What follows belongs to an exercise in optimizing a design on an open flow for small area; a production flow would make more cautious choices.
At most, simulation tests tie the RTL to the original design; equivalence was not proved.
Power and IR drop assume default switching activity.

P:
Design alu_seq, start of the top module:
module alu_seq
#(
  parameter int XLEN = 64
) (
  input  logic            clk,
  input  logic            rst_n,
  input  logic            in_valid,
  output logic            in_ready,
  input  logic [diablo_alu_pkg::ALU_OP_W-1:0] in_op,
  input  logic [XLEN-1:0] in_a,
  input  logic [XLEN-1:0] in_b,
  output logic            out_valid,
  input  logic            out_ready,
  output logic [XLEN-1:0] out_result,
  output logic            out_err
);
Settings: LEC_CHECK=0, CAP_MARGIN=20, CORE_MARGIN=2, CORE_UTILIZATION=40, SLEW_MARGIN=20, SYNTH_HIERARCHICAL=1; clock period 10.0 ns.
standard.sh (not shown) runs the stock make flow with config.mk's settings and CLKGATE_MAP_FILE= SYNTH_SCRIPT=/design/flow/synth_recipe.tcl, a recipe that flattens the netlist after the stock synthesis.
==> flow/flow/run.sh <==
#!/bin/bash
# Layout of alu_seq: the standard flow (standard.sh, all steps unchanged), with the port
# buffers that global placement inserts on every input and output made of the smallest buffer
# cell, sky130_fd_sc_hd__buf_1, in place of the flow's default choice. Each tool's output is kept
# in a log of its own here; ORFS also keeps per-step logs under orfs/logs.
set -euo pipefail
export BUFFER_PORTS_ARGS="-buffer_cell sky130_fd_sc_hd__buf_1"
bash standard.sh > standard.log 2>&1
P reached the end of the flow, and the finished layout is clean on the timing, DRC and antenna checks.
Input-level comparison between Q and P:
--- a/flow/design.v
+++ b/flow/design.v
@@ -42,34 +42,32 @@
 );
   assign o_s = i_a ^ i_b ^ i_c;
   assign o_c = (i_a & i_b) | (i_a & i_c) | (i_b & i_c);
 endmodule
 module alu_muldiv_iter
 #(
   parameter int XLEN = 64
 ) (
   input  logic [XLEN-1:0] i_acc,
   input  logic            i_bitin,
   input  logic [XLEN-1:0] i_b,
-  input  logic            i_yen,
-  input  logic            i_yinv,
+  input  logic            i_c1,
+  input  logic            i_c0,
   input  logic            i_y64,
   input  logic            i_cin,
   output logic [XLEN:0]   o_sum
 );
   logic [XLEN:0] x, y, s0, c0, pa;
-  logic          w_c1;
   logic [7:0] bc;
-  assign x    = {i_acc, i_bitin};
-  assign w_c1 = i_yen ^ i_yinv;
-  always_comb for (int i = 0; i < XLEN; i++) y[i] = i_b[i] ? w_c1 : i_yinv;
+  assign x = {i_acc, i_bitin};
+  always_comb for (int i = 0; i < XLEN; i++) y[i] = i_b[i] ? i_c1 : i_c0;
   assign y[XLEN] = i_y64;
   assign bc[0] = i_cin;
   alu_fa u_fa0 (.i_a(x[0]), .i_b(y[0]), .i_c(bc[0]), .o_s(s0[0]), .o_c(c0[0]));
   alu_fa u_fa1 (.i_a(x[1]), .i_b(y[1]), .i_c(c0[0]), .o_s(s0[1]), .o_c(c0[1]));
   alu_fa u_fa2 (.i_a(x[2]), .i_b(y[2]), .i_c(c0[1]), .o_s(s0[2]), .o_c(c0[2]));
   alu_fa u_fa3 (.i_a(x[3]), .i_b(y[3]), .i_c(c0[2]), .o_s(s0[3]), .o_c(c0[3]));
   alu_fa u_fa4 (.i_a(x[4]), .i_b(y[4]), .i_c(c0[3]), .o_s(s0[4]), .o_c(c0[4]));
   alu_fa u_fa5 (.i_a(x[5]), .i_b(y[5]), .i_c(c0[4]), .o_s(s0[5]), .o_c(c0[5]));
   alu_fa u_fa6 (.i_a(x[6]), .i_b(y[6]), .i_c(c0[5]), .o_s(s0[6]), .o_c(c0[6]));
   alu_fa u_fa7 (.i_a(x[7]), .i_b(y[7]), .i_c(c0[6]), .o_s(s0[7]), .o_c(c0[7]));
   alu_fa u_fa8 (.i_a(x[8]), .i_b(y[8]), .i_c(c0[7]), .o_s(s0[8]), .o_c(c0[8]));
@@ -386,24 +384,24 @@
         end
       end
       default: ;
     endcase
   end
   alu_muldiv_iter #(
     .XLEN (XLEN)
   ) u_dp (
     .i_acc  (r_acc),
     .i_bitin(w_bitin),
     .i_b    (in_b),
-    .i_yen  (w_yen),
-    .i_yinv (w_yinv),
+    .i_c1   (w_yen ^ w_yinv),
+    .i_c0   (w_yinv),
     .i_y64  (w_y64),
     .i_cin  (w_cin),
     .o_sum  (w_sum)
   );
   always_ff @(posedge clk or negedge rst_n) begin
     if (!rst_n) begin
       r_ov <= 1'b0;
       r_st <= S_PRE;
     end else begin
       if (r_ov) begin
         if (out_ready) r_ov <= 1'b0;
--- outcome ---
Across Q and P, none had a timing, DRC or antenna violation. P has a higher routed length on met1 than Q. Diff P -> Q: clock network contribution to total cell area lower, period utilization higher, fraction of the yosys area taken by sequential cells higher, global-route usage over all layers higher. Compared with P, Q shows a number of instances in the synthesized netlist that is 12% lower. Via density per instance sits higher in Q than in P.
For P, only the layout was checked, not whether the RTL still works.

* * *

Setup of north:
Another version of the RTL of alu_seq (not shown whole).
For scale: about 650 cells after synthesis, ~200 I/O pins, ~8300 µm² of cells after synthesis.
==> flow/config.mk <==
export PLATFORM = sky130hd
export DESIGN_NAME = alu_seq
export DESIGN_NICKNAME = alu_seq
export VERILOG_FILES = /design/flow/design.v
export SDC_FILE = /design/flow/constraint.sdc
export NUM_CORES = 4
export LEC_CHECK = 0
export CAP_MARGIN = 20
export CORE_MARGIN = 2
export CORE_UTILIZATION = 40
export SLEW_MARGIN = 20
export SYNTH_HIERARCHICAL = 1
==> flow/constraint.sdc <==
create_clock -name core_clock -period 10.0 [get_ports {clk}]
set_input_delay 2.0000 -clock core_clock [delete_from_list [all_inputs] [get_ports {clk}]]
set_output_delay 2.0000 -clock core_clock [all_outputs]
set_load 0.01 [all_outputs]
==> flow/flow/run.sh <==
#!/bin/bash
# Layout of alu_seq: the standard flow (standard.sh, all steps unchanged) with two choices
# made through ORFS's own variables:
#  - BUFFER_PORTS_ARGS: the buffer that global placement puts on every input and output port is
#    the smallest buffer cell, sky130_fd_sc_hd__buf_1, in place of the flow's default choice;
#  - CTS_ARGS: clock tree synthesis builds its (balanced H-)tree from clkbuf_4/clkbuf_8 without
#    dummy loads.
# Each tool's output is kept in a log of its own: standard.log here, and ORFS's per-step logs
# under orfs/logs.
set -euo pipefail
export BUFFER_PORTS_ARGS="-buffer_cell sky130_fd_sc_hd__buf_1"
export CTS_ARGS="-sink_clustering_enable -repair_clock_nets -dont_use_dummy_load -buf_list {sky130_fd_sc_hd__clkbuf_4 sky130_fd_sc_hd__clkbuf_8} -root_buf sky130_fd_sc_hd__clkbuf_8 -sink_clustering_size 12 -sink_clustering_max_diameter 60"
bash standard.sh > standard.log 2>&1
The following lists how south was set up differently from north:
-- flow/design.v --
<<< north, line 256
`default_nettype wire
`default_nettype none
module alu_seq
#(
>>> south, line 256
`default_nettype wire
`default_nettype none
module alu_mux4 (
  input  logic [3:0] i_d,
  input  logic [1:0] i_s,
  output logic       o_y
);
  assign o_y = i_d[i_s];
endmodule
module alu_seq
#(
<<< north, line 324
  assign w_kn  = (r_st == S_PRE) ? SHW'(XLEN-1) : (r_k - 1'b1);
  assign w_knl = (r_st != S_PRE) && !w_lastk && (r_lt || (r_k == in_b[SHW-1:0]));
  always_ff @(posedge clk) begin
    r_abit <= ((in_op == 4'd6 || in_op == 4'd7) && w_knl) ? ((in_op == 4'd7) && in_a[XLEN-1]) : in_a[w_kn];
    r_lt   <= w_knl;
  end
>>> south, line 331
  assign w_kn  = (r_st == S_PRE) ? SHW'(XLEN-1) : (r_k - 1'b1);
  assign w_knl = (r_st != S_PRE) && !w_lastk && (r_lt || (r_k == in_b[SHW-1:0]));
  logic [15:0] w_am1;
  logic [3:0]  w_am2;
  logic        w_am3;
  for (genvar g = 0; g < 16; g++) begin : g_am1
    alu_mux4 u_m (.i_d(in_a[4*g+3:4*g]), .i_s(w_kn[1:0]), .o_y(w_am1[g]));
  end
  for (genvar g = 0; g < 4; g++) begin : g_am2
    alu_mux4 u_m (.i_d(w_am1[4*g+3:4*g]), .i_s(w_kn[3:2]), .o_y(w_am2[g]));
  end
  alu_mux4 u_am3 (.i_d(w_am2), .i_s(w_kn[5:4]), .o_y(w_am3));
  always_ff @(posedge clk) begin
    r_abit <= ((in_op == 4'd6 || in_op == 4'd7) && w_knl) ? ((in_op == 4'd7) && in_a[XLEN-1]) : w_am3;
    r_lt   <= w_knl;
  end
==> notes.md <==
Going from north to south, xor/xnor share of the synthesized area now sits at about the same level; internal portion of total power now sits higher; clock tree skew after final layout now sits higher; total via count in the routed design now sits lower. Summary of south over north: clock share of power now sits higher, part of the cycle the worst path needs increased 0.91 points. south: net switching fraction of the power 1.2 points below north. Relative to north, the total power consumption of the routed design measured on south has decreased slightly. Of south and north, north shows the lower routability congestion estimate, with south above it. From north to south the numbers moved as follows: estimated wirelength of the detail-placed design climbed 1.2 mm; routed via count divided by cell count picked up an extra about 1%.
For south, only the layout was checked, not whether the RTL still works.

* * *

## run C
Another version of the RTL of alu_seq (not shown whole).
Size: about 720 cells after synthesis, about 150 flip-flops, about 200 I/O pins, about 8700 µm² of cells after synthesis.
export LEC_CHECK = 0
export CAP_MARGIN = 20
export CORE_MARGIN = 2
export CORE_UTILIZATION = 40
export SLEW_MARGIN = 20
export SYNTH_HIERARCHICAL = 1
create_clock -name core_clock -period 10.0 [get_ports {clk}]
==> flow/flow/run.sh <==
#!/bin/bash
# Layout of alu_seq: the standard flow (standard.sh, all steps unchanged), with the port
# buffers that global placement inserts on every input and output made of the smallest buffer
# cell, sky130_fd_sc_hd__buf_1, in place of the flow's default choice. Each tool's output is kept
# in a log of its own here; ORFS also keeps per-step logs under orfs/logs.
set -euo pipefail
export BUFFER_PORTS_ARGS="-buffer_cell sky130_fd_sc_hd__buf_1"
export CTS_ARGS="-sink_clustering_enable -repair_clock_nets -dont_use_dummy_load -buf_list {sky130_fd_sc_hd__clkbuf_4 sky130_fd_sc_hd__clkbuf_8} -root_buf sky130_fd_sc_hd__clkbuf_8 -sink_clustering_size 12 -sink_clustering_max_diameter 60"
bash standard.sh > standard.log 2>&1
Input-level comparison between run F and run C:
--- a/flow/design.v
+++ b/flow/design.v
@@ -47,22 +47,22 @@
 #(
   parameter int XLEN = 64
 ) (
   input  logic [XLEN-1:0] i_acc,
   input  logic            i_bitin,
   input  logic [XLEN-1:0] i_b,
-  input  logic            i_c1,
-  input  logic            i_c0,
+  input  logic            i_c1n,
+  input  logic            i_c0n,
   input  logic            i_y64,
   input  logic            i_cin,
   output logic [XLEN:0]   o_sum
 );
   logic [XLEN:0] x, y, s0, c0, pa;
   logic [7:0] bc;
   assign x = {i_acc, i_bitin};
-  always_comb for (int i = 0; i < XLEN; i++) y[i] = i_b[i] ? i_c1 : i_c0;
+  always_comb for (int i = 0; i < XLEN; i++) y[i] = !(i_b[i] ? i_c1n : i_c0n);
   assign y[XLEN] = i_y64;
   assign bc[0] = i_cin;
   alu_fa u_fa0 (.i_a(x[0]), .i_b(y[0]), .i_c(bc[0]), .o_s(s0[0]), .o_c(c0[0]));
   alu_fa u_fa1 (.i_a(x[1]), .i_b(y[1]), .i_c(c0[0]), .o_s(s0[1]), .o_c(c0[1]));
   alu_fa u_fa2 (.i_a(x[2]), .i_b(y[2]), .i_c(c0[1]), .o_s(s0[2]), .o_c(c0[2]));
   alu_fa u_fa3 (.i_a(x[3]), .i_b(y[3]), .i_c(c0[2]), .o_s(s0[3]), .o_c(c0[3]));
@@ -282,22 +282,22 @@
   logic            r_pbit;
   logic [XLEN-1:0] r_acc;
   logic [XLEN-1:0] r_q;
   logic            r_psgn;
   logic            r_f1;
   logic            r_f2;
-  logic [3:0]      r_op;
+  logic            r_err;
   diablo_alu_pkg::alu_op_e w_op;
   logic w_p0, w_p1, w_p2, w_first, w_lastk, w_last, w_done;
   logic w_add, w_sub_op, w_logic, w_shift, w_mul, w_cmp, w_isdiv, w_two;
   logic w_signed, w_rem, w_sa, w_bn, w_negq, w_e, w_e63, w_sub, w_bk, w_diff, w_lt, w_lbit;
   logic [SHW-1:0]  w_kn;
   logic            w_knl, w_hold;
   logic            w_bitin, w_yen, w_yinv, w_y64, w_cin;
   logic [XLEN:0]   w_sum;
-  assign w_op     = diablo_alu_pkg::alu_op_e'(r_op);
+  assign w_op     = diablo_alu_pkg::alu_op_e'(in_op);
   assign w_add    = (w_op == diablo_alu_pkg::ALU_ADD);
   assign w_sub_op = (w_op == diablo_alu_pkg::ALU_SUB);
   assign w_logic  = (w_op == diablo_alu_pkg::ALU_AND) || (w_op == diablo_alu_pkg::ALU_OR) ||
                     (w_op == diablo_alu_pkg::ALU_XOR);
   assign w_shift  = (w_op == diablo_alu_pkg::ALU_SLL) || (w_op == diablo_alu_pkg::ALU_SRL) ||
                     (w_op == diablo_alu_pkg::ALU_SRA);
@@ -316,13 +316,13 @@
   assign w_lastk  = (r_k == '0);
   assign w_last   = w_p2 || (w_p1 && w_two) || (w_p0 && !w_two && !w_isdiv);
   assign w_done   = w_last && w_lastk;
   assign in_ready = !r_ov && (w_done || !in_valid);
   assign out_valid  = r_ov;
   assign out_result = r_acc;
-  assign out_err    = (r_op == 4'd15);
+  assign out_err    = r_err;
   assign w_kn  = (r_st == S_PRE) ? SHW'(XLEN-1) : (r_k - 1'b1);
   assign w_knl = (w_kn < in_b[SHW-1:0]);
   always_ff @(posedge clk) begin
     r_abit <= ((in_op == 4'd6 || in_op == 4'd7) && w_knl) ? ((in_op == 4'd7) && in_a[XLEN-1]) : in_a[w_kn];
     r_lt   <= w_knl;
   end
@@ -386,14 +386,14 @@
   alu_muldiv_iter #(
     .XLEN (XLEN)
   ) u_dp (
     .i_acc  (r_acc),
     .i_bitin(w_bitin),
     .i_b    (in_b),
-    .i_c1   (w_yen ^ w_yinv),
-    .i_c0   (w_yinv),
+    .i_c1n  (!(w_yen ^ w_yinv)),
+    .i_c0n  (!w_yinv),
     .i_y64  (w_y64),
     .i_cin  (w_cin),
     .o_sum  (w_sum)
   );
   always_ff @(posedge clk or negedge rst_n) begin
     if (!rst_n) begin
@@ -416,13 +416,13 @@
     if (w_p0) r_psgn <= 1'b0;
     if (w_p1) r_psgn <= w_sum[XLEN];
   end
   assign w_hold = w_p1 && w_shift && ((w_op == diablo_alu_pkg::ALU_SLL) ? !r_lt : r_lt);
   always_ff @(posedge clk) begin
     if (!r_ov && !w_hold) r_acc <= w_sum[XLEN-1:0];
-    if (!r_ov && r_st == S_PRE) r_op <= in_op;
+    if (!r_ov) r_err <= (in_op == 4'd15);
   end
   always_ff @(posedge clk) begin
     if (w_p1) begin
       if (w_isdiv) begin
         if (w_first) r_f1 <= !w_sum[XLEN];
         r_f2 <= !w_first && (((&r_acc) && r_psgn) || (r_f2 && r_pbit));
- In the tables for run C and run F, mean post-synth cell area reads higher with run C.
- Relative to run C, area after synthesis has gone down in run F.
- Share of flip-flops with an asynchronous set or reset delta (run C -> run F): insignificant
- Logic depth of the worst setup path including buffers: run F vs run C up 1
- Diff run C -> run F: ratio of total power to cell area fell by 4.2%; total chip power lost 130 µW; all-layer global routing usage grew by 0.58 points; combinational cell fraction of total power now sits lower; detailed-routed wire length on met2 saw a decrease.
- Looking at detailed-route wire length across both flows, run F is the stronger of the two, with run C trailing.
- Highest fanout seen on the critical path: run C and run F compared, higher one is run F
- Cmp run C and run F / time the final worst path needs with I/O delays and setup / higher: run F
- Any difference in fraction of area in multi-input gates between run F and run C is small enough to ignore.
- On setup slack at placement, run F does worse than run C.
No functional check of the RTL was part of run C.

* * *

Setup of alpha:
Another version of the RTL of alu_seq (not shown whole).
For scale: ~150 flip-flops, roughly 200 I/O pins.
export LEC_CHECK = 0
export CAP_MARGIN = 20
export CORE_MARGIN = 2
export CORE_UTILIZATION = 40
export SLEW_MARGIN = 20
export SYNTH_HIERARCHICAL = 1
create_clock -name core_clock -period 10.0 [get_ports {clk}]
Scripts as last shown in full above: flow/flow/run.sh
Changes in beta relative to alpha:
-- flow/design.v --
<<< alpha, line 336
  end
  assign w_bk   = r_acc[XLEN-1];
  assign w_diff = r_abit ^ w_bk;
  always_comb begin
    case (w_op)
      diablo_alu_pkg::ALU_AND: w_lbit = r_abit & w_bk;
      diablo_alu_pkg::ALU_OR:  w_lbit = r_abit | w_bk;
      default:                 w_lbit = w_diff;
    endcase
  end
  assign w_lt = (r_f1 && !w_first) ? r_f2
              : (w_diff && ((w_first && w_op == diablo_alu_pkg::ALU_SLT) ? r_abit : w_bk));
  assign w_e63  = ((&r_acc) && r_psgn) || (r_f2 && r_pbit);
  assign w_e    = w_sa && r_f2;
>>> beta, line 336
  end
  assign w_bk   = r_acc[XLEN-1];
  always_comb begin
    case (w_op)
      diablo_alu_pkg::ALU_AND: w_lbit = r_abit & w_bk;
      diablo_alu_pkg::ALU_OR:  w_lbit = r_abit | w_bk;
      default:                 w_lbit = r_abit ^ w_bk;
    endcase
  end
  assign w_lt = (w_op == diablo_alu_pkg::ALU_SLT && (r_a63 ^ r_b63)) ? r_a63 : r_psgn;
  assign w_e63  = ((&r_acc) && r_psgn) || (r_f2 && r_pbit);
  assign w_e    = w_sa && r_f2;
<<< alpha, line 358
    case (r_st)
      S_P0: begin
        if (w_add || w_sub_op || w_shift) w_bitin = r_abit;
        if (w_add || w_sub_op || w_logic || w_cmp) w_yen = w_lastk;
        if (w_sub_op) begin
          w_yinv = w_lastk;
          w_cin  = w_lastk;
        end
        if (w_mul) w_yen = r_abit;
      end
>>> beta, line 356
    case (r_st)
      S_P0: begin
        if (w_add || w_sub_op || w_shift || w_cmp) w_bitin = r_abit;
        if (w_add || w_sub_op || w_logic || w_cmp) w_yen = w_lastk;
        if (w_sub_op || w_cmp) begin
          w_yinv = w_lastk;
          w_cin  = w_lastk;
        end
        if (w_cmp) w_y64 = !r_acc[XLEN-1];
        if (w_mul) w_yen = r_abit;
      end
<<< alpha, line 422
    r_pbit <= w_bitin;
    r_q    <= {r_q[XLEN-2:0], !w_sum[XLEN]};
    if (w_p0) r_psgn <= 1'b0;
    if (w_p1) r_psgn <= w_sum[XLEN];
  end
  assign w_hold = w_p1 && w_shift && ((w_op == diablo_alu_pkg::ALU_SLL) ? !r_lt : r_lt);
>>> beta, line 421
    r_pbit <= w_bitin;
    r_q    <= {r_q[XLEN-2:0], !w_sum[XLEN]};
    if (w_p0) r_psgn <= w_cmp && w_sum[XLEN];
    if (w_p1 && w_isdiv) r_psgn <= w_sum[XLEN];
  end
  assign w_hold = w_p1 && w_shift && ((w_op == diablo_alu_pkg::ALU_SLL) ? !r_lt : r_lt);
<<< alpha, line 434
  always_ff @(posedge clk) begin
    if (w_p1) begin
      if (w_isdiv) begin
        if (w_first) r_f1 <= !w_sum[XLEN];
        r_f2 <= !w_first && (((&r_acc) && r_psgn) || (r_f2 && r_pbit));
      end else begin
        r_f1 <= (r_f1 && !w_first) || w_diff;
        r_f2 <= w_lt;
      end
    end else if (w_p2 && w_first) begin
      r_f2 <= w_e63;
>>> beta, line 433
  always_ff @(posedge clk) begin
    if (w_p1) begin
      if (w_first) r_f1 <= !w_sum[XLEN];
      r_f2 <= !w_first && (((&r_acc) && r_psgn) || (r_f2 && r_pbit));
    end else if (w_p2 && w_first) begin
      r_f2 <= w_e63;
Result for alpha and beta: all clean. On die boundary height, alpha and beta are basically level. | detailed-route wire length on metal 1 | beta vs alpha | 70 um lower |. alpha → beta: via count saw a decrease; estimated wirelength of the detail-placed design saw a decrease. Taking alpha as the reference point, the gate count after technology mapping of beta falls by 12. alpha → beta: number of gates resized after cts held, multi-input gate share of the layout cell area lost 0.22 points, global-route wire length before repair fell 550 um. Looking at alpha and beta, the cell area is a wash. Against alpha, beta comes in 110 ps lower on critical path data arrival time. Utilization: beta vs alpha — no meaningful difference. Going from alpha to beta, the reg-to-reg setup timing slack was found to have gone up by 150 ps.
Function was not checked in any run of this note: the RTL went through the layout flow alone.

port drivers added, routing unchanged:
In the flow no input, the clock included, has a driving cell. The finished layouts below were timed again as built, in two steps.
Step 1 sets driving cells, clkbuf_16 on the clock port and buf_2 on the other inputs (assumed; they add their load-dependent delay and slew).
Step 2 moves the port delays by t, midway between the first and last clock arrival at a register: inputs arrive t later, outputs are due t later. That takes back most of the time a late clock gives input paths.
Three values: no drivers, after step 1, after step 2; two values: the first two.
| run | shift t [ns] | setup slack, ns | worst setup path at the end | worst register clock-pin slew, ns | pins driven straight from the clock port |
|---|---|---|---|---|---|
| P | 0.468 | 1.004 / 1.027 / 0.559 | input to register | 0.07 / 0.07 | 1 |
| Q | 0.458 | 0.566 / 0.585 / 0.127 | input to register | 0.07 / 0.07 | 1 |
| north | 0.474 | 0.537 / 0.537 / 0.307 | input to register | 0.08 / 0.08 | 1 |
| south | 0.473 | 0.446 / 0.446 / 0.140 | input to register | 0.10 / 0.10 | 1 |
| run C | 0.467 | 0.945 / 0.958 / 0.491 | input to register | 0.09 / 0.09 | 1 |
| run F | 0.456 | 0.604 / 0.614 / 0.158 | input to register | 0.10 / 0.10 | 1 |
| alpha | 0.467 | 0.880 / 0.880 / 0.880 | register to register | 0.11 / 0.11 | 1 |
| beta | 0.472 | 1.026 / 1.026 / 1.026 | register to register | 0.09 / 0.09 | 1 |
After both steps every run listed still meets setup and hold. For run C, which loses most, drivers alone change the setup slack by +0.013 ns; drivers and shift together by -0.454 ns.
